Background: an optimization exercise with open tools, aiming at a short achievable clock period and few clock cycles per item. Do not read the settings as production practice. Function was checked by simulation only, so behaviour that the tests miss may differ from the original. No driver is modelled on the clock port, so clocking that relies on it looks cheaper here than on a real chip. Power figures rest on the tool's default switching activity, not on a simulated workload.

==> design.v <==
package mvm_pkg;
  localparam int MAX_COLUMNS   = 256;
  localparam int ELEMENT_BITS  = 16;
  localparam int ACC_BITS      = 40;
  localparam int ROW_BITS      = 16;
  localparam int COL_BITS      = 8;
  localparam int COUNT_BITS    = 9;
  localparam int CFG_ADDR_BITS = 3;
  localparam int CFG_DATA_BITS = 32;
  localparam int OUT_BITS      = ACC_BITS + ROW_BITS + 1;
  localparam int FIFO_DEPTH    = 8;
  localparam logic [COUNT_BITS-1:0] COLUMNS_RESET = COUNT_BITS'(MAX_COLUMNS);
endpackage
module mvm_ram (
  input  logic        clk,
  input  logic        we,
  input  logic [7:0]  waddr,
  input  logic [15:0] wdata,
  input  logic [7:0]  raddr,
  input  logic [15:0] rsel_lo,
  output logic [15:0] rdata
);
  logic [4095:0] mem;
  logic [15:0]   wsel_hi_r, wsel_lo_r;
  logic          wv_r;
  logic [7:0]    wa_r;
  logic [15:0]   wd_r;
  logic [255:0]  grp_r;
  logic [3:0]    hi_r;
  logic          fwd_r;
  logic [15:0]   fwd_d_r;
  always_ff @(posedge clk) begin
    wv_r <= we;
    wa_r <= waddr;
    wd_r <= wdata;
    for (int i = 0; i < 16; i++) begin
      wsel_hi_r[i] <= we && (waddr[7:4] == 4'(i));
      wsel_lo_r[i] <= (waddr[3:0] == 4'(i));
    end
  end
  for (genvar k = 0; k < 256; k++) begin : g_ent
    always_ff @(posedge clk) begin
      if (wsel_hi_r[k/16] && wsel_lo_r[k%16]) begin
        mem[k*16 +: 16] <= wd_r;
      end
    end
  end
  for (genvar g = 0; g < 16; g++) begin : g_grp
    logic [15:0] sel;
    always_comb begin
      sel = '0;
      for (int i = 0; i < 16; i++) begin
        sel = sel | (mem[(g*16+i)*16 +: 16] & {16{rsel_lo[i]}});
      end
    end
    always_ff @(posedge clk) begin
      grp_r[g*16 +: 16] <= sel;
    end
  end
  always_ff @(posedge clk) begin
    hi_r    <= raddr[7:4];
    fwd_r   <= wv_r && (wa_r == raddr);
    fwd_d_r <= wd_r;
    rdata   <= fwd_r ? fwd_d_r : grp_r[hi_r*16 +: 16];
  end
endmodule
module mvm_ctrl (
  input  logic        clk,
  input  logic        rst_q,         
  input  logic        in_valid,
  output logic        in_stall,
  input  logic [25:0] in_data,
  input  logic [7:0]  last_col,      
  input  logic        out_taken,     
  input  logic        st1_valid,     
  input  logic        st1_end,       
  output logic        vec_we,
  output logic [7:0]  vec_addr,
  output logic [15:0] vec_data,
  output logic [7:0]  col,
  output logic [15:0] col_lo_sel,    
  output logic        mat_valid,
  output logic [15:0] mat_value,
  output logic        row_first,
  output logic        row_last,
  output logic        row_fin,
  output logic [15:0] row_num
);
  localparam int TOK_LIMIT = mvm_pkg::FIFO_DEPTH;
  logic        in_valid_q;
  logic        in_stall_q;
  logic [25:0] in_data_q;
  logic        in_stall_r;
  logic        taken;
  logic [7:0]  col_r;
  logic [15:0] col_sel_r;
  logic [15:0] row_r;
  logic [3:0]  tokens_r;
  logic        row_done;
  logic [4:0]  tok_sum;
  assign in_stall = in_stall_r;
  always_ff @(posedge clk) begin
    in_valid_q <= in_valid;
    in_stall_q <= in_stall_r;
    in_data_q  <= in_data;
  end
  assign taken     = in_valid_q && !in_stall_q;
  assign row_done  = (col_r >= last_col);
  assign vec_we     = rst_q && taken && !in_data_q[25];
  assign vec_addr   = in_data_q[24:17];
  assign vec_data   = in_data_q[16:1];
  assign col        = col_r;
  assign col_lo_sel = col_sel_r;
  assign mat_valid  = rst_q && taken && in_data_q[25];
  assign mat_value  = in_data_q[16:1];
  assign row_first  = (col_r == 8'd0);
  assign row_last   = row_done;
  assign row_fin    = in_data_q[0];
  assign row_num    = row_r;
  assign tok_sum = 5'(tokens_r) + 5'(st1_valid) + 5'(taken) + 5'(!in_stall_r);
  always_ff @(posedge clk) begin
    if (!rst_q) begin
      col_r      <= '0;
      col_sel_r  <= 16'd1;
      row_r      <= '0;
      tokens_r   <= '0;
      in_stall_r <= 1'b0;
    end else begin
      if (mat_valid) begin
        col_r     <= row_done ? 8'd0 : col_r + 8'd1;
        col_sel_r <= row_done ? 16'd1 : {col_sel_r[14:0], col_sel_r[15]};
        if (row_done) begin
          row_r <= in_data_q[0] ? 16'd0 : row_r + 16'd1;
        end
      end
      tokens_r   <= tokens_r + 4'(st1_valid && st1_end) - 4'(out_taken);
      in_stall_r <= (tok_sum >= 5'(TOK_LIMIT));
    end
  end
endmodule
module mvm_datapath (
  input  logic        clk,
  input  logic        rst_n,
  input  logic        rst_q,
  input  logic        vec_we,
  input  logic [7:0]  vec_addr,
  input  logic [15:0] vec_data,
  input  logic [7:0]  col,
  input  logic [15:0] col_lo_sel,
  input  logic        mat_valid,
  input  logic [15:0] mat_value,
  input  logic        row_first,
  input  logic        row_last,
  input  logic        row_fin,
  input  logic [15:0] row_num,
  output logic        out_valid,
  input  logic        out_stall,
  output logic [56:0] out_data,
  output logic        out_taken,
  output logic        st1_valid,
  output logic        st1_end
);
  localparam int W = mvm_pkg::ACC_BITS;
  localparam int D = mvm_pkg::FIFO_DEPTH;
  logic        v1, first1, last1, fin1;
  logic [15:0] a1;
  logic [15:0] row1;
  logic [15:0] b2;
  mvm_ram u_vec_ram (
    .clk   (clk),
    .we    (vec_we),
    .waddr (vec_addr),
    .wdata (vec_data),
    .raddr (col),
    .rsel_lo (col_lo_sel),
    .rdata (b2)
  );
  always_ff @(posedge clk) begin
    if (!rst_q) v1 <= 1'b0;
    else        v1 <= mat_valid;
    a1     <= mat_value;
    first1 <= row_first;
    last1  <= row_last;
    fin1   <= row_fin;
    row1   <= row_num;
  end
  assign st1_valid = v1;
  assign st1_end   = last1;
  logic        v2, first2, last2, fin2;
  logic [15:0] row2;
  logic [7:0]  neg2, one2, two2;
  logic [7:0]  a1h, a1l, a1p;    
  for (genvar i = 0; i < 8; i++) begin : g_bd
    assign a1h[i] = a1[2*i+1];
    assign a1l[i] = a1[2*i];
    if (i == 0) begin : g_z
      assign a1p[i] = 1'b0;
    end else begin : g_nz
      assign a1p[i] = a1[2*i-1];
    end
  end
  always_ff @(posedge clk) begin
    if (!rst_q) v2 <= 1'b0;
    else        v2 <= v1;
    first2 <= first1;
    last2  <= last1;
    fin2   <= fin1;
    row2   <= row1;
    neg2 <= a1h;
    one2 <= a1l ^ a1p;
    two2 <= (a1h & ~a1l & ~a1p) | (~a1h & a1l & a1p);
  end
  logic [9*W-1:0] pp;
  logic [6*W-1:0] r6;
  logic [4*W-1:0] r4;
  for (genvar i = 0; i < 8; i++) begin : g_pp
    logic [16:0] m;
    assign m = (one2[i] ? {b2[15], b2} : 17'd0) | (two2[i] ? {b2, 1'b0} : 17'd0);
    assign pp[i*W +: W] = W'({{(W-17){m[16] ^ neg2[i]}}, m ^ {17{neg2[i]}}} << (2*i));
  end
  always_comb begin
    pp[8*W +: W] = '0;
    for (int i = 0; i < 8; i++) pp[8*W + 2*i] = neg2[i];
  end
  for (genvar j = 0; j < 3; j++) begin : g_l1
    mvm_csa #(.W(W)) u_csa (
      .x (pp[(3*j)*W +: W]), .y (pp[(3*j+1)*W +: W]), .z (pp[(3*j+2)*W +: W]),
      .s (r6[(2*j)*W +: W]), .c (r6[(2*j+1)*W +: W])
    );
  end
  for (genvar j = 0; j < 2; j++) begin : g_l2
    mvm_csa #(.W(W)) u_csa (
      .x (r6[(3*j)*W +: W]), .y (r6[(3*j+1)*W +: W]), .z (r6[(3*j+2)*W +: W]),
      .s (r4[(2*j)*W +: W]), .c (r4[(2*j+1)*W +: W])
    );
  end
  logic           v3, first3, last3, fin3;
  logic [15:0]    row3;
  logic [4*W-1:0] q3;
  always_ff @(posedge clk) begin
    if (!rst_q) v3 <= 1'b0;
    else        v3 <= v2;
    first3 <= first2;
    last3  <= last2;
    fin3   <= fin2;
    row3   <= row2;
    q3     <= r4;
  end
  logic [W-1:0] t_s, t_c, p_s, p_c;
  mvm_csa #(.W(W)) u_csa4a (
    .x (q3[0*W +: W]), .y (q3[1*W +: W]), .z (q3[2*W +: W]), .s (t_s), .c (t_c)
  );
  mvm_csa #(.W(W)) u_csa4b (
    .x (t_s), .y (t_c), .z (q3[3*W +: W]), .s (p_s), .c (p_c)
  );
  logic         v4, first4, last4, fin4;
  logic [15:0]  row4;
  logic [W-1:0] ps4, pc4;
  always_ff @(posedge clk) begin
    if (!rst_q) v4 <= 1'b0;
    else        v4 <= v3;
    first4 <= first3;
    last4  <= last3;
    fin4   <= fin3;
    row4   <= row3;
    ps4    <= p_s;
    pc4    <= p_c;
  end
  logic [W-1:0] acc_s, acc_c;
  logic [W-1:0] as_in, ac_in, u_s, u_c, n_s, n_c;
  logic         done5, fin5;
  logic [15:0]  row5;
  assign as_in = first4 ? '0 : acc_s;
  assign ac_in = first4 ? '0 : acc_c;
  mvm_csa #(.W(W)) u_csa5a (.x (as_in), .y (ac_in), .z (ps4), .s (u_s), .c (u_c));
  mvm_csa #(.W(W)) u_csa5b (.x (u_s), .y (u_c), .z (pc4), .s (n_s), .c (n_c));
  always_ff @(posedge clk) begin
    if (v4) begin
      acc_s <= n_s;
      acc_c <= n_c;
    end
    if (!rst_q) done5 <= 1'b0;
    else        done5 <= v4 && last4;
    fin5 <= fin4;
    row5 <= row4;
  end
  localparam int H = W / 2;
  logic         done6, fin6;
  logic [15:0]  row6;
  logic [H:0]   lo6;
  logic [H-1:0] hi0_6, hi1_6;
  logic [H-1:0] hx_s, hx_c;
  assign hx_s = acc_s[W-1:H] ^ acc_c[W-1:H];
  assign hx_c = {acc_s[W-2:H] & acc_c[W-2:H], 1'b0};
  always_ff @(posedge clk) begin
    if (!rst_q) done6 <= 1'b0;
    else        done6 <= done5;
    fin6  <= fin5;
    row6  <= row5;
    lo6   <= {1'b0, acc_s[H-1:0]} + {1'b0, acc_c[H-1:0]};
    hi0_6 <= acc_s[W-1:H] + acc_c[W-1:H];
    hi1_6 <= hx_s + {hx_c[H-1:1], 1'b1};
  end
  logic [56:0]          fifo_mem [D];
  logic [56:0]          new_ent;
  logic [$clog2(D)-1:0] wp_r, rp_r, rp_1;
  logic [$clog2(D):0]   cnt_r, cnt_hold, cnt_take;
  logic                 have;
  logic                 out_valid_r;
  logic [56:0]          out_r;
  logic [56:0]          head0, head1, out_take;
  assign new_ent  = {lo6[H] ? hi1_6 : hi0_6, lo6[H-1:0], row6, fin6};
  assign rp_1     = rp_r + 1'b1;
  assign have     = (cnt_r != '0);    
  assign cnt_hold = cnt_r + ($clog2(D)+1)'(done6);
  assign cnt_take = have ? cnt_hold - ($clog2(D)+1)'(1) : cnt_hold;
  assign head0    = (done6 && cnt_r == '0) ? new_ent : fifo_mem[rp_r];
  assign head1    = (done6 && cnt_r == ($clog2(D)+1)'(1)) ? new_ent : fifo_mem[rp_1];
  assign out_take = have ? head1 : head0;
  always_ff @(posedge clk) begin
    if (done6) begin
      fifo_mem[wp_r] <= new_ent;
    end
    out_r <= out_stall ? head0 : out_take;
    if (!rst_q) begin
      wp_r        <= '0;
      rp_r        <= '0;
      cnt_r       <= '0;
      out_taken   <= 1'b0;
    end else begin
      if (done6) wp_r <= wp_r + 1'b1;
      rp_r        <= (out_stall || !have) ? rp_r : rp_1;
      cnt_r       <= out_stall ? cnt_hold : cnt_take;
      out_taken   <= out_stall ? 1'b0 : have;
    end
    if (!rst_n || !rst_q) begin
      out_valid_r <= 1'b0;
    end else begin
      out_valid_r <= out_stall ? (cnt_hold != '0) : (cnt_take != '0);
    end
  end
  assign out_valid = out_valid_r;
  assign out_data  = out_r;
endmodule
module mvm_csa #(
  parameter int W = 40
) (
  input  logic [W-1:0] x,
  input  logic [W-1:0] y,
  input  logic [W-1:0] z,
  output logic [W-1:0] s,
  output logic [W-1:0] c
);
  assign s = x ^ y ^ z;
  assign c = {((x[W-2:0] & y[W-2:0]) | (x[W-2:0] & z[W-2:0]) | (y[W-2:0] & z[W-2:0])), 1'b0};
endmodule
module matrix_vector_multiply_core (
  input  logic                                clk,
  input  logic                                rst_n,
  input  logic                                in_valid,
  output logic                                in_stall,
  input  logic [25:0]                         in_data,
  output logic                                out_valid,
  input  logic                                out_stall,
  output logic [56:0]                         out_data,
  input  logic                                psel,
  input  logic                                penable,
  input  logic                                pwrite,
  input  logic [mvm_pkg::CFG_ADDR_BITS-1:0]   paddr,
  input  logic [mvm_pkg::CFG_DATA_BITS-1:0]   pwdata,
  output logic [mvm_pkg::CFG_DATA_BITS-1:0]   prdata,
  output logic                                pready
);
  logic                           rst_q;
  logic                           wr_q;
  logic [mvm_pkg::COUNT_BITS-1:0] wdata_q;
  logic [mvm_pkg::COUNT_BITS-1:0] columns_r;
  logic [mvm_pkg::COUNT_BITS-1:0] columns_vis;
  logic [7:0]                     last_col_r;
  logic [7:0]                     last_col_nxt;
  logic [mvm_pkg::COUNT_BITS-1:0] prdata_r;
  logic        out_taken;
  logic        vec_we;
  logic [7:0]  vec_addr;
  logic [15:0] vec_data;
  logic [7:0]  col;
  logic [15:0] col_lo_sel;
  logic        st1_valid, st1_end;
  logic        mat_valid;
  logic [15:0] mat_value;
  logic        row_first, row_last, row_fin;
  logic [15:0] row_num;
  assign pready = 1'b1;
  always_ff @(posedge clk) begin
    rst_q   <= rst_n;
    wr_q    <= psel && penable && pwrite && !paddr[2];
    wdata_q <= pwdata[mvm_pkg::COUNT_BITS-1:0];
  end
  always_comb begin
    if (wdata_q == '0) begin
      last_col_nxt = 8'd0;
    end else if (wdata_q > mvm_pkg::COLUMNS_RESET) begin
      last_col_nxt = 8'd255;
    end else begin
      last_col_nxt = 8'(wdata_q - 9'd1);
    end
  end
  always_ff @(posedge clk) begin
    if (!rst_q) begin
      columns_r  <= mvm_pkg::COLUMNS_RESET;
      last_col_r <= 8'd255;
    end else if (wr_q) begin
      columns_r  <= wdata_q;
      last_col_r <= last_col_nxt;
    end
  end
  always_comb begin
    if (!rst_q) begin
      columns_vis = mvm_pkg::COLUMNS_RESET;
    end else if (wr_q) begin
      columns_vis = wdata_q;
    end else begin
      columns_vis = columns_r;
    end
  end
  always_ff @(posedge clk) begin
    prdata_r <= paddr[2] ? '0 : columns_vis;
  end
  assign prdata = mvm_pkg::CFG_DATA_BITS'(prdata_r);
  mvm_ctrl u_ctrl (
    .clk       (clk),
    .rst_q     (rst_q),
    .in_valid  (in_valid),
    .in_stall  (in_stall),
    .in_data   (in_data),
    .last_col  (last_col_r),
    .out_taken (out_taken),
    .st1_valid (st1_valid),
    .st1_end   (st1_end),
    .vec_we    (vec_we),
    .vec_addr  (vec_addr),
    .vec_data  (vec_data),
    .col       (col),
    .col_lo_sel (col_lo_sel),
    .mat_valid (mat_valid),
    .mat_value (mat_value),
    .row_first (row_first),
    .row_last  (row_last),
    .row_fin   (row_fin),
    .row_num   (row_num)
  );
  mvm_datapath u_datapath (
    .clk       (clk),
    .rst_n     (rst_n),
    .rst_q     (rst_q),
    .vec_we    (vec_we),
    .vec_addr  (vec_addr),
    .vec_data  (vec_data),
    .col       (col),
    .col_lo_sel (col_lo_sel),
    .mat_valid (mat_valid),
    .mat_value (mat_value),
    .row_first (row_first),
    .row_last  (row_last),
    .row_fin   (row_fin),
    .row_num   (row_num),
    .out_valid (out_valid),
    .out_stall (out_stall),
    .out_data  (out_data),
    .out_taken (out_taken),
    .st1_valid (st1_valid),
    .st1_end   (st1_end)
  );
endmodule
==> flow/run.sh <==
#!/bin/bash
# Own layout flow: the standard flow (standard.sh, standard synthesis and
# all ORFS steps unchanged) with one hook after clock tree synthesis,
# post_cts.tcl, which lets the clock port drive the top clock buffers itself.
set -euo pipefail
work=$(pwd)
bash standard.sh POST_CTS_TCL="$work/flow/post_cts.tcl" finish > "$work/standard_finish.log" 2>&1
grep -h "post_cts:" "$work"/orfs/logs/*/matrix_vector_multiply_core/base/4_1_cts.log > "$work/post_cts_summary.log" || true
test -f "$work/out/final.def"
==> flow/post_cts.tcl <==
set block [ord::get_db_block]
set clk_net [$block findNet clk]
set root_its {}
foreach it [$clk_net getITerms] { lappend root_its $it }
if {[llength $root_its] == 1} {
  set root [[lindex $root_its 0] getInst]
  set master [[$root getMaster] getName]
  set out_net ""
  foreach it [$root getITerms] {
    if {[$it isOutputSignal]} { set out_net [$it getNet] }
  }
  set loads {}
  if {$out_net ne "" && $out_net ne "NULL"} {
    foreach it [$out_net getITerms] {
      if {[$it getInst] != $root} { lappend loads $it }
    }
  }
  set ok [expr {[string match "sky130_fd_sc_hd__clkbuf_*" $master] && [llength $loads] > 0 && [llength $loads] <= 4 && [llength [$out_net getBTerms]] == 0}]
  foreach it $loads {
    if {![string match "sky130_fd_sc_hd__clkbuf_*" [[[$it getInst] getMaster] getName]]} { set ok 0 }
  }
  if {$ok} {
    puts "post_cts: removing root buffer [$root getName] ($master), clock port now drives [llength $loads] buffers"
    foreach it $loads {
      $it disconnect
      $it connect $clk_net
    }
    odb::dbInst_destroy $root
    odb::dbNet_destroy $out_net
  } else {
    puts "post_cts: root buffer left in place"
  }
} else {
  puts "post_cts: clock port drives [llength $root_its] cells, nothing to do"
}

estimate_parasitics -placement
report_clock_latency
set saved_margin $::env(SETUP_SLACK_MARGIN)
set ::env(SETUP_SLACK_MARGIN) 5.3
repair_timing_helper
set ::env(SETUP_SLACK_MARGIN) $saved_margin
detailed_placement
check_placement -verbose
report_worst_slack
==> standard.sh <==
#!/bin/bash
# synth_recipe.tcl (not shown) runs the flow's synth.tcl, then flattens the netlist and writes it again
# the make line also repeats each setting of config.mk as NAME=value (left out here)
make -C /OpenROAD-flow-scripts/flow DESIGN_CONFIG=/design/flow/config.mk WORK_HOME=/design/flow/orfs CLKGATE_MAP_FILE= SYNTH_SCRIPT=/design/flow/synth_recipe.tcl "${@:-finish}"
==> config.mk <==
export PLATFORM = sky130hd
export DESIGN_NAME = matrix_vector_multiply_core
export DESIGN_NICKNAME = matrix_vector_multiply_core
export VERILOG_FILES = /design/flow/design.v
export SDC_FILE = /design/flow/constraint.sdc
export NUM_CORES = 4
export LEC_CHECK = 0
export ABC_CLOCK_PERIOD_IN_PS = 2500
export CAP_MARGIN = 20
export CORE_MARGIN = 2
export CORE_UTILIZATION = 40
export SETUP_SLACK_MARGIN = 5
export SLEW_MARGIN = 20
export SYNTH_MEMORY_MAX_BITS = 8192
==> constraint.sdc <==
create_clock -name core_clock -period 8.0 [get_ports {clk}]
set_input_delay 1.6000 -clock core_clock [delete_from_list [all_inputs] [get_ports {clk}]]
set_output_delay 1.6000 -clock core_clock [all_outputs]
set_load 0.01 [all_outputs]
==> results.sh, run 1 <==
export IMPL_status="failed layout checks"
export IMPL_so_faults="antenna violations"
export IMPL_globalplace_congestion=0.8146
export IMPL_yosysTopAreaCellShare_pct=68.33
export IMPL_drt_wirelength_per_cell_microns=31.78
export IMPL_antenna_found_initial=62
export IMPL_clkSinkCount=5517
export IMPL_die_height_microns=717.2
export IMPL_final_core_util_pct=45.87
export IMPL_worstPathCellList="buf_6"
export IMPL_async_flop_share_pct=0
export IMPL_grt_use_total_pct=22.15
export IMPL_slew_violations=0
export IMPL_drive_above_1_share_pct=15.53
export IMPL_slew_headroom_pct=8.915
export IMPL_grt_pass1_wl_microns=821300
export IMPL_io_pins=160
export IMPL_worst_pin_slew_ps=1366
export IMPL_drtIter0Drc=15316
export IMPL_ys_types=72
export IMPL_die_w_microns=717.2
export IMPL_dr_total_vias=111908
export IMPL_clk_pin_slew_ps=60
export IMPL_synth_seq_area_share_pct=77.06
export IMPL_p_int_uw=47650
export IMPL_worst_setup_path_type="reg2out"
export IMPL_p_seq_share_pct=53.4
export IMPL_ys_ff_latch=5517
export IMPL_grt_setup_unrepaired="false"
export IMPL_placed_area_sq_um=212900
export IMPL_initial_core_util_pct=40.22
export IMPL_synth_area_top_cells="edfxtp_1 68%, dfxtp_1 8.7%, a22o_1 4.5%, a221oi_1 4.4%, mux4_2 3.4%"
export IMPL_netlist_area_sq_um=203500
export IMPL_crit_path_end_kind="primary output"
export IMPL_synth_edff_count=4630
export IMPL_worstSkewPairLatency_ps=810
export IMPL_finalSetupViolCount=0
export IMPL_portBuffers=110
export IMPL_cap_violations=0
export IMPL_crit_family="flip-flops"
export IMPL_vias_per_cell=6.053
export IMPL_final_nets=11667
export IMPL_first_global_vias=110153
export IMPL_synth_ff_type="edfxtp_1"
export IMPL_route_detailed_drc=0
export IMPL_num_rows=261
export IMPL_slowest_stage="dfxtp_4"
export IMPL_fin_area_sq_um=232000
export IMPL_crit_arrival_ps=1280
export IMPL_p_clk_share_pct=42.2
export IMPL_drt_wl_total_microns=587500
export IMPL_setup_tns_ps=0
export IMPL_switching_power_uw=12980
export IMPL_ys_warn_count=4
export IMPL_syn_avg_cell_area_sq_um=18.50
export IMPL_slowest_delay_ps=400
export IMPL_start_kind="flop"
export IMPL_crit_fanout=1
export IMPL_multiInputGateArea_sq_um=43440
export IMPL_gr_total_overflow=0
export IMPL_p_comb_share_pct=4.4
export IMPL_worst_hold_path_type="reg2reg"
export IMPL_peakVddDrop_v=0.0002427
export IMPL_cp_data_required_time_ps=6400
export IMPL_dieArea_sq_um=514400
export IMPL_fillers=42074
export IMPL_cts_tree="yes"
export IMPL_finalCritPeriodShare_pct=35.95
export IMPL_swShare_pct=21.40
export IMPL_cp_num_buf_inv=1
export IMPL_yosysTopAreaCell="edfxtp_1"
export IMPL_place_detailed_hpwl_microns=314100
export IMPL_finClkSkew_ps=56.40
export IMPL_hold_viol=0
export IMPL_areaGrowthSynthToFinish_pct=14.03
export IMPL_max_freq_ghz=0.3477
export IMPL_powerDensity_nw_per_um2=261.3
export IMPL_grt_max_degree=223
export IMPL_ant_nets=2
export IMPL_drt_pre_antenna_iters=5
export IMPL_netlist_instances=10998
export IMPL_seqCellArea_sq_um=157100
export IMPL_p_leak_uw=0.07501
export IMPL_core_sq_um=505800
export IMPL_fin_crit_ps=2876
-- area by class of cell --
class                           instances  share of cell area, %
Clock inverter                        230                 0.9863
Inverter                              218                 0.3543
Antenna cell                           60                0.06471
Timing Repair Buffer                  416                  1.819
Clock buffer                          782                  6.731
Multi-Input combinational cell       4560                  18.72
Tap cell                             6706                  3.616
Sequential cell                      5517                  67.70
-- final timing paths --
check                                    startpoint                              to  slack [ps]  depth (start not counted)
worst max register to register  u_ctrl.col_sel_r[0]  u_datapath.u_vec_ram.grp_r[96]        5230                          4
worst max-delay path                    prdata_r[1]                       prdata[1]        5120                          1
worst min-delay path            u_datapath.row5[12]             u_datapath.row6[12]         320                          0
worst min register to register  u_datapath.row5[12]             u_datapath.row6[12]         320                          0
-- registers in the layout (all words and copies together) (netlist names), 20 cells and up, named ones only --
signal	count
u_ctrl.in_data_q	26
u_datapath.fifo_mem	456
u_datapath.pc4	30
u_datapath.out_r	57
u_datapath.acc_c	38
u_datapath.acc_s	40
u_datapath.q3	100
u_datapath.hi1_6	20
u_datapath.lo6	21
u_datapath.ps4	33
u_datapath.u_vec_ram.grp_r	256
u_datapath.u_vec_ram.mem	4096
u_datapath.hi0_6	20
-- metal layers --
metal	GRT usage (%)	share of wire [%]	vias up	wire length, microns
met1	30.27	39	58701	230000
met5	0	0.016	-	96
li1	-	-	45747	-
met4	6.966	3.1	16	18360
met3	4.111	10	961	60610
met2	36.04	47	6483	278500
-- stage by stage --
step           power (uW)  worst slack (ps)  std cells  hold slack, ps
2_1_floorplan       34500              4410      11020           309.5
3_3_place_gp        35580              3866      17365           310.9
3_5_place_dp        35690              3851      17378           312.1
5_1_grt             62490              5074      18447           325.2
6_report            60620              5124      18489           317.0
-- power groups by stage --
stage / Combinational, uW / Clock (uW) / Sequential (uW)
floorplan: 1670 / 0 / 32800
global placement: 2580 / 0 / 33000
detailed placement: 2660 / 0 / 33000
global route: 3060 / 27000 / 32400
finish: 2650 / 25600 / 32400
-- Yosys cell counts (all sizes together) (5+ instances only) --
cell type  count
a22oi        121
edfxtp      4630
o211ai        28
o21a           6
a21oi        133
inv          218
dfxtp        887
nor2          84
o21bai         6
or2            6
and3          10
or3            8
a21o           9
nor2b         33
mux4         308
clkbuf       611
mux2i         71
ha           124
mux2          74
o21ai         77
nand4        262
a221oi      1027
a31oi         13
nor4           7
and2         275
xnor2        136
a21boi         5
nand3         18
fa           215
a22o        1039
nor3          25
o22ai         37
nand2        150
buf          116
xor2          96
nand2b        88
-- placed cells by master (no fill, tap or decap), types with 35 or more instances in the layout --
cell,count
edfxtp_1,4630
a22o_1,1039
a221oi_1,1025
dfxtp_1,758
clkbuf_16,572
mux4_2,308
nand4_1,262
buf_4,223
inv_1,217
fa_1,211
and2_1,191
clkbuf_1,157
nand2_1,149
xnor2_1,133
a21oi_1,132
a22oi_1,121
ha_1,121
xor2_1,95
nand2b_1,88
and2_2,84
clkinv_2,84
buf_6,77
nor2_1,76
dfxtp_2,76
mux2_2,74
o21ai_0,73
mux2i_1,71
diode_2,60
clkinv_1,57
dfxtp_4,53
clkbuf_8,51
clkdlybuf4s50_1,42
o22ai_1,37
bufinv_16,35
-- logic make-up after synthesis --
logic type | synth area share, %
buffers and inverters | 1.817
XOR/XNOR | 0.9986
flip-flops | 77.06
other | 0.003691
AO/OA/AOI/OAI | 10.35
adder cells (fa/ha/maj) | 2.878
AND/OR/NAND/NOR | 2.723
multiplexers | 4.168
Testbench counts, summed over its fixed seeds: cycles 71,928, items 65,248.
==> run 2: changes to the inputs <==
--- a/design.v
+++ b/design.v
@@ -301,7 +301,8 @@
     hi0_6 <= acc_s[W-1:H] + acc_c[W-1:H];
     hi1_6 <= hx_s + {hx_c[H-1:1], 1'b1};
   end
-  logic [56:0]          fifo_mem [D];
+  logic [D*57-1:0]      fifo_mem;
+  logic [D-1:0]         wen6;       
   logic [56:0]          new_ent;
   logic [$clog2(D)-1:0] wp_r, rp_r, rp_1;
   logic [$clog2(D):0]   cnt_r, cnt_hold, cnt_take;
@@ -314,21 +315,25 @@
   assign have     = (cnt_r != '0);    
   assign cnt_hold = cnt_r + ($clog2(D)+1)'(done6);
   assign cnt_take = have ? cnt_hold - ($clog2(D)+1)'(1) : cnt_hold;
-  assign head0    = (done6 && cnt_r == '0) ? new_ent : fifo_mem[rp_r];
-  assign head1    = (done6 && cnt_r == ($clog2(D)+1)'(1)) ? new_ent : fifo_mem[rp_1];
+  assign head0    = (done6 && cnt_r == '0) ? new_ent : fifo_mem[rp_r*57 +: 57];
+  assign head1    = (done6 && cnt_r == ($clog2(D)+1)'(1)) ? new_ent : fifo_mem[rp_1*57 +: 57];
   assign out_take = have ? head1 : head0;
   always_ff @(posedge clk) begin
-    if (done6) begin
-      fifo_mem[wp_r] <= new_ent;
+    for (int i = 0; i < D; i++) begin
+      if (wen6[i]) fifo_mem[i*57 +: 57] <= new_ent;
     end
     out_r <= out_stall ? head0 : out_take;
     if (!rst_q) begin
       wp_r        <= '0;
+      wen6        <= '0;
       rp_r        <= '0;
       cnt_r       <= '0;
       out_taken   <= 1'b0;
     end else begin
       if (done6) wp_r <= wp_r + 1'b1;
+      for (int i = 0; i < D; i++) begin
+        wen6[i] <= done5 && ((done6 ? wp_r + 1'b1 : wp_r) == $clog2(D)'(i));
+      end
       rp_r        <= (out_stall || !have) ? rp_r : rp_1;
       cnt_r       <= out_stall ? cnt_hold : cnt_take;
       out_taken   <= out_stall ? 1'b0 : have;
==> flow/run.sh (replaced) <==
#!/bin/bash
# Own layout flow: the standard flow (standard.sh, standard synthesis and
# all ORFS steps unchanged) with two hooks:
#   pre_dpl.tcl   before detailed placement, puts each output flip-flop beside
#                 its port buffer
#   post_cts.tcl  after clock tree synthesis, lets the clock port drive the
#                 top clock buffers itself, then repairs timing
set -euo pipefail
work=$(pwd)
bash standard.sh PRE_DETAIL_PLACE_TCL="$work/flow/pre_dpl.tcl" POST_CTS_TCL="$work/flow/post_cts.tcl" finish > "$work/standard_finish.log" 2>&1
grep -h "pre_dpl:" "$work"/orfs/logs/*/matrix_vector_multiply_core/base/3_5_place_dp.log > "$work/hooks_summary.log" || true
grep -h "post_cts:" "$work"/orfs/logs/*/matrix_vector_multiply_core/base/4_1_cts.log >> "$work/hooks_summary.log" || true
test -f "$work/out/final.def"
==> flow/pre_dpl.tcl (new file) <==
# Sourced by ORFS's detail_place.tcl before detailed placement
# (PRE_DETAIL_PLACE_TCL). Each flip-flop that drives an output port's buffer
# is moved onto that buffer, so that detailed placement legalizes it right
# beside it: the wire between them is the load on the flip-flop's Q, which
# is part of every output path.
set block [ord::get_db_block]
set moved 0
foreach bt [$block getBTerms] {
  if {[$bt getIoType] ne "OUTPUT"} continue
  set net [$bt getNet]
  if {$net eq "NULL"} continue
  set buf ""
  foreach it [$net getITerms] { if {[$it isOutputSignal]} { set buf [$it getInst] } }
  if {$buf eq ""} continue
  set flop ""
  foreach it [$buf getITerms] {
    if {![$it isInputSignal]} continue
    set n2 [$it getNet]
    if {$n2 eq "NULL"} continue
    foreach it2 [$n2 getITerms] {
      if {[$it2 isOutputSignal]} { set flop [$it2 getInst] }
    }
  }
  if {$flop eq ""} continue
  if {![string match "sky130_fd_sc_hd__*df*" [[$flop getMaster] getName]]} continue
  if {[$flop isFixed]} continue
  set loc [$buf getLocation]
  $flop setLocation [lindex $loc 0] [lindex $loc 1]
  incr moved
}
puts "pre_dpl: moved $moved output flip-flops onto their port buffers"
==> run 2 against run 1 <==
Effect of this change: the run now finishes clean; design area up 0.18%; largest power group unchanged; largest cell class unchanged; wire length up 1.9%; via count up 1.4%.
==> results.sh, run 2 <==
export IMPL_async_flop_share_pct=0
export IMPL_r2r_setup_slack_ps=5180
export IMPL_crit_path_end_kind="primary output"
export IMPL_synth_compound_area_share_pct=10.31
export IMPL_dieArea_sq_um=515800
export IMPL_route_detailed_drc=0
export IMPL_placed_area_sq_um=213700
export IMPL_globalplace_congestion=0.8153
export IMPL_synth_top_family_by_area="compound AO/OA/AOI/OAI gates"
export IMPL_synth_area_top_cells="edfxtp_1 68%, dfxtp_1 8.8%, a22o_1 4.5%, a221oi_1 4.4%, mux4_2 3.4%"
export IMPL_layout_setup_ws_ps=5151
export IMPL_first_global_vias=111366
export IMPL_slew_violations=0
export IMPL_slowest_delay_ps=340
export IMPL_clk_pin_slew_ps=60
export IMPL_rr_worst_depth=5
export IMPL_slowest_stage="dfxtp_4"
export IMPL_synthSimpleGateAreaFrac_pct=2.782
export IMPL_crit_arrival_ps=1250
export IMPL_ys_ff_latch=5522
export IMPL_netlist_instances=11045
export IMPL_ys_warn_count=4
export IMPL_grt_pass1_wl_microns=835800
export IMPL_fin_area_sq_um=232400
export IMPL_peakVddDrop_v=0.0002595
export IMPL_synth_fa_ha_area_share_pct=2.875
export IMPL_fillers=42309
export IMPL_r2r_end="u_datapath.u_vec_ram.grp_r[92]"
export IMPL_vias_per_cell=6.092
export IMPL_drive_above_1_share_pct=15.00
export IMPL_drt_pre_antenna_iters=6
export IMPL_grt_use_total_pct=22.37
export IMPL_crit_family="flip-flops"
export IMPL_worst_hold_path_type="reg2reg"
export IMPL_cp_data_required_time_ps=6400
export IMPL_ys_types=72
export IMPL_worst_pin_slew_ps=1373
export IMPL_power_uw=60590
export IMPL_synthXorXnorAreaFrac_pct=0.9659
export IMPL_final_common_cell="edfxtp_1"
export IMPL_dp_cells=17485
export IMPL_regMostFlops="u_datapath.u_vec_ram.mem"
export IMPL_die_w_microns=718.2
export IMPL_ys_top_cells_by_count="4630 x edfxtp_1, 1039 x a22o_1, 1025 x a221oi_1"
export IMPL_fin_cells=18620
export IMPL_finalSetupViolCount=0
export IMPL_die_height_microns=718.2
export IMPL_yosysTopAreaCellShare_pct=68.15
export IMPL_largest_register_ffs=4096
export IMPL_worstPathCellList="buf_6"
export IMPL_antenna_found_initial=62
export IMPL_portBuffers=110
export IMPL_cp_num_buf_inv=1
export IMPL_powerDensity_nw_per_um2=260.7
export IMPL_clkSinkCount=5522
export IMPL_ant_nets=0
export IMPL_fin_crit_ps=2849
export IMPL_most_common_layout_cells="4630 x edfxtp_1, 1039 x a22o_1, 1025 x a221oi_1"
export IMPL_status="complete, no violations"
export IMPL_grt_setup_unrepaired="false"
export IMPL_yosysTopAreaCell="edfxtp_1"
export IMPL_cap_violations=0
export IMPL_core_sq_um=508400
export IMPL_drtIter0Drc=15374
export IMPL_grt_max_degree=198
export IMPL_yosysMostFrequentCell="edfxtp_1"
export IMPL_hold_viol=0
export IMPL_cp_endpoint="in_stall"
export IMPL_io_pins=160
export IMPL_drt_wl_total_microns=599000
export IMPL_place_detailed_hpwl_microns=311200
export IMPL_synth_mux_area_share_pct=4.255
export IMPL_max_freq_ghz=0.3510
export IMPL_setup_tns_ps=0
export IMPL_cts_tree="yes"
export IMPL_crit_fanout=2
export IMPL_synth_ff_type="edfxtp_1"
export IMPL_gr_total_overflow=0
export IMPL_slew_headroom_pct=8.439
export IMPL_crit_cells=1
export IMPL_finalCritPeriodShare_pct=35.61
export IMPL_p_leak_uw=0.07500
export IMPL_r2r_start="u_ctrl.col_sel_r[15]"
export IMPL_worstSkewPairLatency_ps=820
export IMPL_final_nets=11743
export IMPL_start_kind="flop"
export IMPL_areaGrowthSynthToFinish_pct=13.92
export IMPL_netlist_area_sq_um=204000
export IMPL_drt_wirelength_per_cell_microns=32.17
export IMPL_finClkSkew_ps=61.94
export IMPL_synth_seq_area_share_pct=76.90
export IMPL_pre_cts_ws_ps=3553
export IMPL_initial_core_util_pct=40.13
export IMPL_worst_setup_path_type="reg2out"
export IMPL_num_rows=262
export IMPL_synth_edff_count=4630
export IMPL_cp_startpoint="u_ctrl.in_stall_r"
export IMPL_reg_largest_list="u_datapath.u_vec_ram.mem (4096), u_datapath.fifo_mem (456), u_datapath.u_vec_ram.grp_r (256)"
export IMPL_dr_total_vias=113430
export IMPL_hold_path_depth=0
export IMPL_syn_avg_cell_area_sq_um=18.47
-- run 2: cell count changes after synthesis, moves of 8 or more --
cell | previous run | this run
buf_4 | 25 | 40
mux2i_1 | 71 | 90
nand4_1 | 262 | 271
nand2_1 | 150 | 119
o21ai_0 | 74 | 84
nand2b_1 | 88 | 96
xnor2_1 | 136 | 126
inv_1 | 218 | 252
a21oi_1 | 133 | 81
clkbuf_1 | 611 | 587
buf_1 | 46 | 59
-- run 2: logic make-up after synthesis --
| logic type | Yosys count |
|---|---|
| AOI/OAI and AO/OA | 2514 |
| xor gates and xnor gates | 225 |
| adders and majority gates | 340 |
| buffers and inverters | 981 |
| DFF | 5522 |
| muxes | 473 |
| other | 2 |
| and+or+nand+nor | 988 |
-- run 2: area by class of cell --
class                   count  area [sq um]  area share, %
multi-input cells        4564         43640          18.78
well taps                6732          8423          3.624
diodes                     91         227.7        0.09797
clock buffers             801         15670          6.740
inverters                 252         945.9         0.4070
clock inverters           216          2153         0.9264
repair buffers            442          4262          1.833
flip-flops and latches   5522        157100          67.60
-- run 2: how the worst min path moves through the flow --
stage / from / endpoint / slack [ps]
2_1_floorplan: u_ctrl.in_data_q[1] / u_datapath.a1[0] / 310
3_3_place_gp: u_datapath.row4[0] / u_datapath.row5[0] / 310
3_5_place_dp: u_ctrl.in_data_q[3] / u_datapath.a1[2] / 310
5_1_grt: u_ctrl.in_data_q[16] / u_datapath.a1[15] / 320
6_report: u_datapath.row4[4] / u_datapath.row5[4] / 310
-- run 2: layer usage --
metal | wire (microns) | GRT usage (%) | vias up
met2 | 284300 | 36.59 | 6856
met3 | 62330 | 4.560 | 1096
li1 | - | - | 46026
met1 | 231700 | 29.98 | 59414
met5 | 322 | 0 | -
met4 | 20290 | 7.360 | 38
-- run 2: power by group --
part | total (uW) | switching, uW | internal (uW)
registers | 32400 | 608 | 31800
clock network | 25500 | 10800 | 14700
logic | 2660 | 1610 | 1050
-- run 2: through the flow --
step	hold WS (ps)	util (%)
global route	322.5	45.68
floorplan	309.5	-
detailed placement	311.8	42.03
global placement	309.7	42.00
finish	309.0	45.71
Testbench counts of run 2, summed over its fixed seeds: cycles 71,928, items 65,248.
==> run 3: changes to the inputs <==
==> flow/run.sh (replaced) <==
#!/bin/bash
set -euo pipefail
work=$(pwd)
bash standard.sh SETUP_SLACK_MARGIN=5.4 MAX_REPAIR_ANTENNAS_ITER_DRT=10 PRE_DETAIL_PLACE_TCL="$work/flow/pre_dpl.tcl" POST_CTS_TCL="$work/flow/post_cts.tcl" finish > "$work/standard_finish.log" 2>&1
grep -h "pre_dpl:" "$work"/orfs/logs/*/matrix_vector_multiply_core/base/3_5_place_dp.log > "$work/hooks_summary.log" || true
grep -h "post_cts:" "$work"/orfs/logs/*/matrix_vector_multiply_core/base/4_1_cts.log >> "$work/hooks_summary.log" || true
test -f "$work/out/final.def"
--- a/flow/post_cts.tcl
+++ b/flow/post_cts.tcl
@@ -37,7 +37,7 @@
 estimate_parasitics -placement
 report_clock_latency
 set saved_margin $::env(SETUP_SLACK_MARGIN)
-set ::env(SETUP_SLACK_MARGIN) 5.3
+set ::env(SETUP_SLACK_MARGIN) 5.4
 repair_timing_helper
 set ::env(SETUP_SLACK_MARGIN) $saved_margin
 detailed_placement
==> run 3 against run 2 <==
Effect of this change: critical path depth unchanged; still clean on timing, DRC and antenna; sequential share of layout area shrank 0.18 points; count of clock-buffer cells in the layout shrank 1; register-to-register slack better by 130 ps; design area rose by 0.30%; fmax is 1.1% higher; non-clock buffer count rose by 54; clock skew increased by 35 ps; core utilization grew 0.14 points; final cell count increased by 0.13%.
==> results.sh, run 3 <==
export IMPL_finalCritPeriodShare_pct=35.23
export IMPL_worst_pin_slew_ps=1334
export IMPL_drt_wirelength_per_cell_microns=32.29
export IMPL_core_sq_um=508400
export IMPL_die_height_microns=718.2
export IMPL_power_uw=60280
export IMPL_dr_total_vias=113898
export IMPL_finClkSkew_ps=96.76
export IMPL_yosysTopAreaCellShare_pct=68.15
export IMPL_netlist_area_sq_um=204000
export IMPL_regMostFlops="u_datapath.u_vec_ram.mem"
export IMPL_status="complete, no violations"
export IMPL_synth_ff_type="edfxtp_1"
export IMPL_slowest_stage="dfxtp_4"
export IMPL_portBuffers=110
export IMPL_synth_fa_ha_area_share_pct=2.875
export IMPL_max_freq_ghz=0.3548
export IMPL_p_leak_uw=0.07526
export IMPL_slew_violations=0
export IMPL_final_core_util_pct=45.85
export IMPL_peakVddDrop_v=0.0003045
export IMPL_start_kind="flop"
export IMPL_reg_largest_list="u_datapath.u_vec_ram.mem (4096), u_datapath.fifo_mem (456), u_datapath.u_vec_ram.grp_r (256)"
export IMPL_final_common_cell="edfxtp_1"
export IMPL_clk_pin_slew_ps=60
export IMPL_die_w_microns=718.2
export IMPL_antenna_found_initial=50
export IMPL_grt_use_total_pct=22.36
export IMPL_io_pins=160
export IMPL_syn_avg_cell_area_sq_um=18.47
export IMPL_crit_path_end_kind="primary output"
export IMPL_async_flop_share_pct=0
export IMPL_synth_mux_area_share_pct=4.255
export IMPL_fin_crit_ps=2819
export IMPL_drive_above_1_share_pct=16.09
export IMPL_clkSinkCount=5522
export IMPL_ys_top_cells_by_count="4630 x edfxtp_1, 1039 x a22o_1, 1025 x a221oi_1"
export IMPL_ys_types=72
export IMPL_cap_violations=0
export IMPL_yosysMostFrequentCell="edfxtp_1"
export IMPL_pre_cts_ws_ps=3601
export IMPL_crit_family="flip-flops"
export IMPL_worstPathCellList="buf_6"
export IMPL_areaGrowthSynthToFinish_pct=14.27
export IMPL_netlist_instances=11045
export IMPL_grt_max_degree=222
export IMPL_final_nets=11791
export IMPL_synth_area_top_cells="edfxtp_1 68%, dfxtp_1 8.8%, a22o_1 4.5%, a221oi_1 4.4%, mux4_2 3.4%"
export IMPL_hold_viol=0
export IMPL_crit_arrival_ps=1220
export IMPL_slew_headroom_pct=11.04
export IMPL_worstSkewPairLatency_ps=850
export IMPL_layout_setup_ws_ps=5181
export IMPL_grt_pass1_wl_microns=837200
export IMPL_synth_edff_count=4630
export IMPL_setup_tns_ps=0
export IMPL_worst_hold_path_type="reg2reg"
export IMPL_initial_core_util_pct=40.13
export IMPL_cp_num_buf_inv=1
export IMPL_most_common_layout_cells="4630 x edfxtp_1, 1039 x a22o_1, 1025 x a221oi_1"
export IMPL_drt_wl_total_microns=602000
export IMPL_first_global_vias=111336
export IMPL_gr_total_overflow=0
export IMPL_route_detailed_drc=0
export IMPL_worst_setup_path_type="reg2out"
export IMPL_powerDensity_nw_per_um2=258.6
export IMPL_synthXorXnorAreaFrac_pct=0.9659
export IMPL_ys_warn_count=4
export IMPL_dieArea_sq_um=515800
export IMPL_grt_setup_unrepaired="true"
export IMPL_crit_fanout=2
export IMPL_seqCellArea_sq_um=157200
export IMPL_synth_compound_area_share_pct=10.31
export IMPL_finalSetupViolCount=0
export IMPL_num_rows=262
export IMPL_largest_register_ffs=4096
export IMPL_slowest_delay_ps=340
export IMPL_drtIter0Drc=15934
export IMPL_multiInputGateArea_sq_um=43910
export IMPL_drt_pre_antenna_iters=8
export IMPL_cts_tree="yes"
export IMPL_ys_ff_latch=5522
export IMPL_globalplace_congestion=0.8218
export IMPL_fillers=42374
export IMPL_synthSimpleGateAreaFrac_pct=2.782
export IMPL_yosysTopAreaCell="edfxtp_1"
export IMPL_place_detailed_hpwl_microns=313900
export IMPL_synth_top_family_by_area="compound AO/OA/AOI/OAI gates"
export IMPL_cp_data_required_time_ps=6400
export IMPL_worst_hold_slack_ps=306.6
export IMPL_synth_seq_area_share_pct=76.90
export IMPL_vias_per_cell=6.109
export IMPL_ant_nets=0
-- run 3: changes by cell type in the layout (fill, tap and decap cells not counted), sizes merged, moves of 2 or more --
cell    previous run  this run
buf              394       446
bufinv            30        19
clkinv           148       146
diode             91        76
-- run 3: per-stage QoR --
| stage | std cells | area (sq um) |
|---|---|---|
| after floorplan | 11067 | 204100 |
| after global placement | 17480 | 213600 |
| after detailed placement | 17484 | 213800 |
| after global routing | 18581 | 233000 |
| final | 18644 | 233100 |
-- run 3: kinds of logic (layout without fill, tap and decap cells) --
group	Yosys count	after routing
flip-flops	5522	5522
multiplexers	473	473
other	2	100
AO/OA/AOI/OAI	2514	2514
buffers and inverters	981	1749
XOR/XNOR	225	225
AND/OR/NAND/NOR	988	989
adder cells (fa/ha/maj)	340	340
-- run 3: final cells by class --
cell class	count	area share, %
inverter	252	0.4074
clock inverter	201	0.8313
tap	6732	3.613
antenna	76	0.08158
sequential	5522	67.42
timing repair buffer	496	2.123
multi-input combinational	4565	18.83
clock buffer	800	6.694
-- run 3: power by group --
| group | leakage [uW] | internal [uW] | switching [uW] |
|---|---|---|---|
| Clock | 0.00857 | 14300 | 10900 |
| Sequential | 0.0492 | 31800 | 584 |
| Combinational | 0.0175 | 1070 | 1640 |
-- run 3: final timing paths --
path / startpoint / endpoint / slack, ps / depth (start not counted)
worst max-delay path: u_ctrl.in_stall_r / in_stall / 5180 / 1
worst min-delay path: u_datapath.row4[9] / u_datapath.row5[9] / 310 / 0
worst max register to register: u_ctrl.col_sel_r[13] / u_datapath.u_vec_ram.grp_r[236] / 5310 / 4
worst min register to register: u_datapath.row4[9] / u_datapath.row5[9] / 310 / 0
-- run 3: per-layer routing --
layer / share of wire, % / track usage, % / up-vias
met3: 10 / 3.971 / 1057
li1: - / - / 46109
met2: 48 / 36.50 / 6757
met1: 39 / 30.54 / 59963
met4: 3.1 / 7.105 / 12
met5: 0.015 / 0 / -
==> run 4: changes to the inputs <==
--- a/design.v
+++ b/design.v
@@ -26,7 +26,8 @@
   logic [7:0]    wa_r;
   logic [15:0]   wd_r;
   logic [255:0]  grp_r;
-  logic [3:0]    hi_r;
+  logic [15:0]   hi_sel_r;    
+  logic [15:0]   grp_pick;
   logic          fwd_r;
   logic [15:0]   fwd_d_r;
   always_ff @(posedge clk) begin
@@ -57,11 +58,19 @@
       grp_r[g*16 +: 16] <= sel;
     end
   end
+  always_comb begin
+    grp_pick = '0;
+    for (int g = 0; g < 16; g++) begin
+      grp_pick = grp_pick | (grp_r[g*16 +: 16] & {16{hi_sel_r[g]}});
+    end
+  end
   always_ff @(posedge clk) begin
-    hi_r    <= raddr[7:4];
+    for (int g = 0; g < 16; g++) begin
+      hi_sel_r[g] <= (raddr[7:4] == 4'(g));
+    end
     fwd_r   <= wv_r && (wa_r == raddr);
     fwd_d_r <= wd_r;
-    rdata   <= fwd_r ? fwd_d_r : grp_r[hi_r*16 +: 16];
+    rdata   <= fwd_r ? fwd_d_r : grp_pick;
   end
 endmodule
 module mvm_ctrl (
==> run 4 against run 3 <==
Effect of this change: critical path depth unchanged; clock skew decreased by 14 ps; hold slack improved by 8.1 ps; via count increased by 0.73%; largest cell class unchanged; design area grew 0.26%; largest power group unchanged.
==> results.sh, run 4 <==
export IMPL_r2r_setup_slack_ps=5280
export IMPL_clkSinkCount=5534
export IMPL_cp_data_required_time_ps=6400
export IMPL_io_pins=160
export IMPL_dieArea_sq_um=514700
export IMPL_num_rows=262
export IMPL_regMostFlops="u_datapath.u_vec_ram.mem"
export IMPL_clk_pin_slew_ps=60
export IMPL_initial_core_util_pct=40.07
export IMPL_crit_family="flip-flops"
export IMPL_vias_per_cell=6.114
export IMPL_core_sq_um=508100
export IMPL_hp_start="u_datapath.row5[13]"
export IMPL_async_flop_share_pct=0
export IMPL_synth_seq_area_share_pct=77.18
export IMPL_layout_setup_ws_ps=5175
export IMPL_globalplace_congestion=0.8812
export IMPL_rr_worst_depth=5
export IMPL_yosysTopAreaCell="edfxtp_1"
export IMPL_yosysTopAreaCellShare_pct=68.29
export IMPL_synth_edff_count=4630
export IMPL_p_leak_uw=0.07538
export IMPL_grt_use_total_pct=22.94
export IMPL_finalCritPeriodShare_pct=35.31
export IMPL_grt_setup_unrepaired="true"
export IMPL_drive_above_1_share_pct=15.89
export IMPL_synth_ff_type="edfxtp_1"
export IMPL_p_seq_share_pct=53.1
export IMPL_placed_area_sq_um=213300
export IMPL_switching_power_uw=13100
export IMPL_worst_pin_slew_ps=1258
export IMPL_die_height_microns=717.4
export IMPL_crit_fanout=2
export IMPL_whs_endpoint="u_datapath.row6[13]"
export IMPL_antenna_found_initial=45
export IMPL_max_freq_ghz=0.3540
export IMPL_finClkSkew_ps=82.90
export IMPL_multiInputGateArea_sq_um=43320
export IMPL_final_nets=11900
export IMPL_worstPathCellList="buf_6"
export IMPL_drt_pre_antenna_iters=6
export IMPL_worst_hold_path_type="reg2reg"
export IMPL_cts_tree="yes"
export IMPL_slowest_stage="dfxtp_4"
export IMPL_crit_arrival_ps=1230
export IMPL_cap_violations=0
export IMPL_crit_cells=1
export IMPL_die_w_microns=717.4
export IMPL_yosysMostFrequentCell="edfxtp_1"
export IMPL_seqCellArea_sq_um=157400
export IMPL_cp_num_buf_inv=1
export IMPL_drt_wirelength_per_cell_microns=32.64
export IMPL_largest_register_ffs=4096
export IMPL_status="complete, no violations"
export IMPL_slew_violations=0
export IMPL_gr_total_overflow=0
export IMPL_fin_cells=18763
export IMPL_netlist_area_sq_um=203600
export IMPL_pre_cts_ws_ps=3472
export IMPL_peakVddDrop_v=0.0002302
export IMPL_worst_setup_path_type="reg2out"
export IMPL_portBuffers=110
export IMPL_place_detailed_hpwl_microns=329000
export IMPL_ys_types=67
export IMPL_drtIter0Drc=15664
export IMPL_swShare_pct=21.39
export IMPL_synth_area_top_cells="edfxtp_1 68%, dfxtp_1 8.9%, a22o_1 4.6%, a221oi_1 4.6%, mux4_2 2.5%"
export IMPL_start_kind="flop"
export IMPL_worst_hold_slack_ps=314.7
export IMPL_hold_path_depth=0
export IMPL_syn_avg_cell_area_sq_um=18.23
export IMPL_ant_nets=0
export IMPL_r2r_start="u_datapath.u_vec_ram.hi_sel_r[10]"
export IMPL_slew_headroom_pct=16.17
export IMPL_ys_top_cells_by_count="4630 x edfxtp_1, 1074 x a22o_1, 1059 x a221oi_1"
export IMPL_dr_total_vias=114726
export IMPL_route_detailed_drc=0
export IMPL_powerDensity_nw_per_um2=262.0
export IMPL_drt_wl_total_microns=612400
export IMPL_setup_tns_ps=0
export IMPL_slowest_delay_ps=340
export IMPL_reg_largest_list="u_datapath.u_vec_ram.mem (4096), u_datapath.fifo_mem (456), u_datapath.u_vec_ram.grp_r (256)"
export IMPL_hold_viol=0
export IMPL_ys_ff_latch=5534
export IMPL_crit_path_end_kind="primary output"
export IMPL_finalSetupViolCount=0
export IMPL_grt_max_degree=210
export IMPL_r2r_end="u_datapath.u_vec_ram.rdata[8]"
export IMPL_areaGrowthSynthToFinish_pct=14.81
export IMPL_ys_warn_count=4
export IMPL_p_comb_share_pct=4.3
export IMPL_worstSkewPairLatency_ps=820
export IMPL_most_common_layout_cells="4630 x edfxtp_1, 1074 x a22o_1, 1054 x a221oi_1"
export IMPL_fin_area_sq_um=233700
export IMPL_netlist_instances=11166
export IMPL_dp_cells=17589
export IMPL_p_clk_share_pct=42.6
export IMPL_fin_crit_ps=2825
export IMPL_fillers=42400
export IMPL_final_common_cell="edfxtp_1"
export IMPL_grt_pass1_wl_microns=844500
export IMPL_first_global_vias=112252
export IMPL_p_int_uw=48130
## run 4: cell families after synthesis
kind of cell	synth area share [%]
simple gates	2.810
fa+ha+maj	2.876
xor+xnor	1.002
other cells	0.003689
compound gates	10.87
buf+inv	1.950
mux	3.305
flops	77.18
## run 4: power by group through the flow
stage / logic [uW] / clock network (uW) / registers [uW]
final: 2630 / 26100 / 32500
after global routing: 3070 / 27400 / 32500
after detailed placement: 2630 / 0 / 33100
after global placement: 2530 / 0 / 33100
after floorplan: 1650 / 0 / 32900
## run 4: how the worst max path moves through the flow
stage / startpoint / endpoint / slack [ps]
global route: u_ctrl.in_stall_r / in_stall / 5140
finish: u_ctrl.in_stall_r / in_stall / 5170
detailed placement: out_stall / u_datapath.out_r[36] / 3470
floorplan: out_stall / u_datapath.out_r[27] / 5410
global placement: out_stall / u_datapath.out_r[22] / 3750
## run 4: cell type report
cell class,count,area share [%]
sequential,5534,67.35
multi-input combinational,4637,18.53
clock buffer,785,6.829
tap,6732,3.604
timing repair buffer,496,2.142
clock inverter,236,1.029
inverter,268,0.4304
antenna,75,0.08030
## run 4: worst register-to-register path, delay by kind of cell, from the launching register on
family / cells / cell delay [ps]
and+or+nand+nor: 2 / 1230
AOI/OAI and AO/OA: 2 / 650
DFF: 1 / 330
buffers and inverters: 1 / 320
## run 4: per-stage QoR
stage                     util, %  power [uW]
after floorplan                 -       34570
after global placement      41.94       35640
after detailed placement    41.99       35760
after global routing        45.97       63070
final                       46.00       61230
## run 4: routing by layer
| layer | vias up | part of all wire, % | GRT usage (%) |
|---|---|---|---|
| met1 | 60022 | 38 | 29.98 |
| li1 | 46470 | - | - |
| met4 | 16 | 4.5 | 9.596 |
| met2 | 6970 | 47 | 37.44 |
| met5 | - | 0.018 | 0 |
| met3 | 1248 | 10 | 4.653 |
Testbench counts of run 4, summed over its fixed seeds: cycles 71,928, items 65,248.
==> run 5: changes to the inputs <==
--- a/design.v
+++ b/design.v
@@ -26,8 +26,7 @@
   logic [7:0]    wa_r;
   logic [15:0]   wd_r;
   logic [255:0]  grp_r;
-  logic [15:0]   hi_sel_r;    
-  logic [15:0]   grp_pick;
+  logic [3:0]    hi_r;
   logic          fwd_r;
   logic [15:0]   fwd_d_r;
   always_ff @(posedge clk) begin
@@ -58,19 +57,11 @@
       grp_r[g*16 +: 16] <= sel;
     end
   end
-  always_comb begin
-    grp_pick = '0;
-    for (int g = 0; g < 16; g++) begin
-      grp_pick = grp_pick | (grp_r[g*16 +: 16] & {16{hi_sel_r[g]}});
-    end
-  end
   always_ff @(posedge clk) begin
-    for (int g = 0; g < 16; g++) begin
-      hi_sel_r[g] <= (raddr[7:4] == 4'(g));
-    end
+    hi_r    <= raddr[7:4];
     fwd_r   <= wv_r && (wa_r == raddr);
     fwd_d_r <= wd_r;
-    rdata   <= fwd_r ? fwd_d_r : grp_pick;
+    rdata   <= fwd_r ? fwd_d_r : grp_r[hi_r*16 +: 16];
   end
 endmodule
 module mvm_ctrl (
==> flow/pre_dpl.tcl (replaced) <==
# Sourced by ORFS's detail_place.tcl before detailed placement
# (PRE_DETAIL_PLACE_TCL). Each output port's buffer is moved to the core
# edge next to its pin, and the flip-flop that drives that buffer onto the
# buffer, so that detailed placement legalizes both right beside the pin:
# the wires between flip-flop, buffer and pin are loads on every output path.
set block [ord::get_db_block]
set core [$block getCoreArea]
set cx0 [$core xMin]; set cy0 [$core yMin]; set cx1 [$core xMax]; set cy1 [$core yMax]
proc clampv {v lo hi} { expr {$v < $lo ? $lo : ($v > $hi ? $hi : $v)} }
set moved 0
foreach bt [$block getBTerms] {
  if {[$bt getIoType] ne "OUTPUT"} continue
  set net [$bt getNet]
  if {$net eq "NULL"} continue
  set buf ""
  foreach it [$net getITerms] { if {[$it isOutputSignal]} { set buf [$it getInst] } }
  if {$buf eq ""} continue
  if {[$buf isFixed]} continue
  set bb [$bt getBBox]
  set px [expr {([$bb xMin] + [$bb xMax]) / 2}]
  set py [expr {([$bb yMin] + [$bb yMax]) / 2}]
  set bw [[$buf getMaster] getWidth]; set bh [[$buf getMaster] getHeight]
  set bx [clampv $px $cx0 [expr {$cx1 - $bw}]]
  set by [clampv $py $cy0 [expr {$cy1 - $bh}]]
  $buf setLocation $bx $by
  set flop ""
  foreach it [$buf getITerms] {
    if {![$it isInputSignal]} continue
    set n2 [$it getNet]
    if {$n2 eq "NULL"} continue
    foreach it2 [$n2 getITerms] {
      if {[$it2 isOutputSignal]} { set flop [$it2 getInst] }
    }
  }
  if {$flop ne "" && [string match "sky130_fd_sc_hd__*df*" [[$flop getMaster] getName]] && ![$flop isFixed]} {
    set fw [[$flop getMaster] getWidth]; set fh [[$flop getMaster] getHeight]
    $flop setLocation [clampv $bx $cx0 [expr {$cx1 - $fw}]] [clampv $by $cy0 [expr {$cy1 - $fh}]]
    incr moved
  }
}
puts "pre_dpl: moved $moved output buffers to their pins, with their flip-flops"
--- a/config.mk
+++ b/config.mk
@@ -8,7 +8,8 @@
 export ABC_CLOCK_PERIOD_IN_PS = 2500
 export CAP_MARGIN = 20
 export CORE_MARGIN = 2
-export CORE_UTILIZATION = 40
+export CORE_UTILIZATION = 55
+export PLACE_DENSITY = 0.65
 export SETUP_SLACK_MARGIN = 5
 export SLEW_MARGIN = 20
 export SYNTH_MEMORY_MAX_BITS = 8192
==> run 5 against run 4 <==
Effect of this change: register-to-register slack improved by 20 ps; power is 0.97% lower; hold slack got worse by 0.81 ps; non-clock buffer count shrank 26; fmax is 1.1% higher; area after synthesis up 0.22%; die area decreased by 27%; count of clock-buffer cells in the layout shrank 20; core utilization up 17 points.
==> results.sh, run 5 <==
export IMPL_status="complete, no violations"
export IMPL_place_detailed_hpwl_microns=300700
export IMPL_drive_above_1_share_pct=16.11
export IMPL_powerDensity_nw_per_um2=262.3
export IMPL_netlist_instances=11045
export IMPL_slowest_stage="dfxtp_4"
export IMPL_worst_setup_path_type="reg2out"
export IMPL_hold_viol=0
export IMPL_clk_pin_slew_ps=60
export IMPL_grt_pass1_wl_microns=810400
export IMPL_peakVddDrop_v=0.0002435
export IMPL_vias_per_cell=6.783
export IMPL_areaGrowthSynthToFinish_pct=13.32
export IMPL_slew_violations=0
export IMPL_fin_crit_ps=2793
export IMPL_max_freq_ghz=0.3580
export IMPL_rr_worst_depth=1
export IMPL_final_nets=11764
export IMPL_r2r_setup_slack_ps=5300
export IMPL_gr_total_overflow=0
export IMPL_ys_types=72
export IMPL_synth_edff_count=4630
export IMPL_first_global_vias=111054
export IMPL_crit_arrival_ps=1190
export IMPL_seqCellArea_sq_um=157200
export IMPL_final_common_cell="edfxtp_1"
export IMPL_drtIter0Drc=15857
export IMPL_die_w_microns=613.1
export IMPL_regMostFlops="u_datapath.u_vec_ram.mem"
export IMPL_worstPathCellList="buf_6"
export IMPL_core_sq_um=369100
export IMPL_multiInputGateArea_sq_um=43900
export IMPL_slowest_delay_ps=340
export IMPL_crit_path_end_kind="primary output"
export IMPL_largest_register_ffs=4096
export IMPL_synth_ff_type="edfxtp_1"
export IMPL_setup_tns_ps=0
export IMPL_most_common_layout_cells="4630 x edfxtp_1, 1039 x a22o_1, 1024 x a221oi_1"
export IMPL_io_pins=160
export IMPL_final_core_util_pct=62.63
export IMPL_grt_setup_unrepaired="true"
export IMPL_dieArea_sq_um=375800
export IMPL_clkSinkCount=5522
export IMPL_synth_seq_area_share_pct=76.90
export IMPL_ys_warn_count=4
export IMPL_grt_max_degree=182
export IMPL_crit_fanout=2
export IMPL_worst_pin_slew_ps=1285
export IMPL_portBuffers=110
export IMPL_initial_core_util_pct=55.27
export IMPL_syn_avg_cell_area_sq_um=18.47
export IMPL_antenna_found_initial=44
export IMPL_ys_ff_latch=5522
export IMPL_cap_violations=0
export IMPL_yosysTopAreaCellShare_pct=68.15
export IMPL_die_height_microns=613.1
export IMPL_yosysMostFrequentCell="edfxtp_1"
export IMPL_finalSetupViolCount=0
export IMPL_synth_area_top_cells="edfxtp_1 68%, dfxtp_1 8.8%, a22o_1 4.5%, a221oi_1 4.4%, mux4_2 3.4%"
export IMPL_netlist_area_sq_um=204000
export IMPL_route_detailed_drc=0
export IMPL_drt_wl_total_microns=578900
export IMPL_crit_family="flip-flops"
export IMPL_start_kind="flop"
export IMPL_hp_start="u_datapath.row5[6]"
export IMPL_r2r_end="u_datapath.u_vec_ram.mem[4019]"
export IMPL_ant_nets=0
export IMPL_dr_total_vias=114357
export IMPL_fillers=25451
export IMPL_cp_data_required_time_ps=6400
export IMPL_worstSkewPairLatency_ps=790
export IMPL_reg_largest_list="u_datapath.u_vec_ram.mem (4096), u_datapath.fifo_mem (456), u_datapath.u_vec_ram.grp_r (256)"
export IMPL_ys_top_cells_by_count="4630 x edfxtp_1, 1039 x a22o_1, 1025 x a221oi_1"
export IMPL_p_leak_uw=0.07536
export IMPL_grt_use_total_pct=30.18
export IMPL_yosysTopAreaCell="edfxtp_1"
export IMPL_slew_headroom_pct=14.31
export IMPL_drt_pre_antenna_iters=5
export IMPL_globalplace_congestion=0.8330
export IMPL_cts_tree="yes"
export IMPL_r2r_start="u_datapath.u_vec_ram.wsel_lo_r[11]"
export IMPL_hold_path_depth=0
export IMPL_async_flop_share_pct=0
export IMPL_finalCritPeriodShare_pct=34.92
export IMPL_cp_num_buf_inv=1
export IMPL_drt_wirelength_per_cell_microns=34.33
export IMPL_whs_endpoint="u_datapath.row6[6]"
export IMPL_worst_hold_path_type="reg2reg"
export IMPL_num_rows=223
export IMPL_finClkSkew_ps=48.98
## run 5: how the worst max path moves through the flow
stage	from	end	slack [ps]	cells after the start
final	u_ctrl.in_stall_r	in_stall	5210	1
after floorplan	out_stall	u_datapath.out_r[27]	5400	6
after global routing	u_datapath.out_r[48]	out_data[48]	5160	1
after global placement	out_stall	u_datapath.out_r[12]	3920	7
after detailed placement	out_stall	u_datapath.out_r[9]	3580	7
## run 5: stage by stage
| stage | hold slack [ps] | area (sq um) | setup WS (ps) | total power, uW | cells |
|---|---|---|---|---|---|
| 2_1_floorplan | 309.5 | 204100 | 5403 | 34540 | 11067 |
| 3_3_place_gp | 311.0 | 211100 | 3920 | 35560 | 15663 |
| 3_5_place_dp | 312.1 | 211400 | 3576 | 35690 | 15675 |
| 5_1_grt | 312.0 | 231000 | 5164 | 62390 | 16778 |
| 6_report | 313.9 | 231200 | 5207 | 60630 | 16860 |
## run 5: where the power goes
part | leakage (uW) | total [uW] | switching, uW | internal, uW
clock network | 0.00878 | 25500 | 10700 | 14800
registers | 0.0492 | 32400 | 598 | 31800
logic | 0.0174 | 2680 | 1610 | 1070
## run 5: final cells by class
type | count | area share, %
antenna | 89 | 0.09633
clock buffer | 765 | 6.655
clock inverter | 248 | 1.082
inverter | 252 | 0.4102
multi-input combinational | 4564 | 18.99
sequential | 5522 | 67.98
tap | 4950 | 2.679
timing repair buffer | 470 | 2.106
## run 5: kinds of logic after synthesis
logic type               count (synthesis)  share of synthesized area, %
adder cells (fa/ha/maj)                340                         2.875
AND/OR/NAND/NOR                        988                         2.782
AO/OA/AOI/OAI                         2514                         10.31
other                                    2                      0.003681
multiplexers                           473                         4.255
buffers and inverters                  981                         1.908
XOR/XNOR                               225                        0.9659
flip-flops                            5522                         76.90
## run 5: per-layer routing
| metal | track usage, % | share of wire, % |
|---|---|---|
| met5 | 0 | 0.029 |
| met4 | 11.87 | 4.2 |
| met3 | 5.295 | 11 |
| met2 | 48.54 | 48 |
| met1 | 41.32 | 37 |
Testbench counts of run 5, summed over its fixed seeds: cycles 71,928, items 65,248.

==> static timing again, ports no longer ideal <==
Ports are ideal in the flow. The routed layouts listed here were re-timed in OpenROAD. Step 1, drivers: a clkbuf_16 drives clk and a buf_2 each remaining input, both assumed. Step 2 adds t to the input delays and takes it off the output delays; t is the mean of the earliest and latest rising clock arrival at the registers after step 1. Input paths then give back, and output paths get back, about the clock's delay inside the block. Slacks: ideal ports / drivers / drivers and shift; pairs: ideal ports / drivers.
| run | t, ns | setup WS [ns] | worst hold slack (ns) | worst setup path at the end |
|---|---|---|---|---|
| run 1 | 1.000 | 5.124 / 4.896 / 4.435 | 0.317 / 0.317 / 0.317 | input to register |
| run 2 | 1.012 | 5.151 / 4.926 / 4.374 | 0.309 / 0.309 / 0.309 | input to register |
| run 3 | 1.024 | 5.181 / 4.951 / 4.746 | 0.307 / 0.307 / 0.307 | input to register |
| run 4 | 1.012 | 5.175 / 4.943 / 4.838 | 0.315 / 0.315 / 0.315 | input to register |
| run 5 | 0.984 | 5.207 / 4.982 / 4.735 | 0.314 / 0.314 / 0.314 | input to register |
For run 2, which loses most, drivers alone change the setup slack by -0.225 ns; drivers and shift together by -0.777 ns.
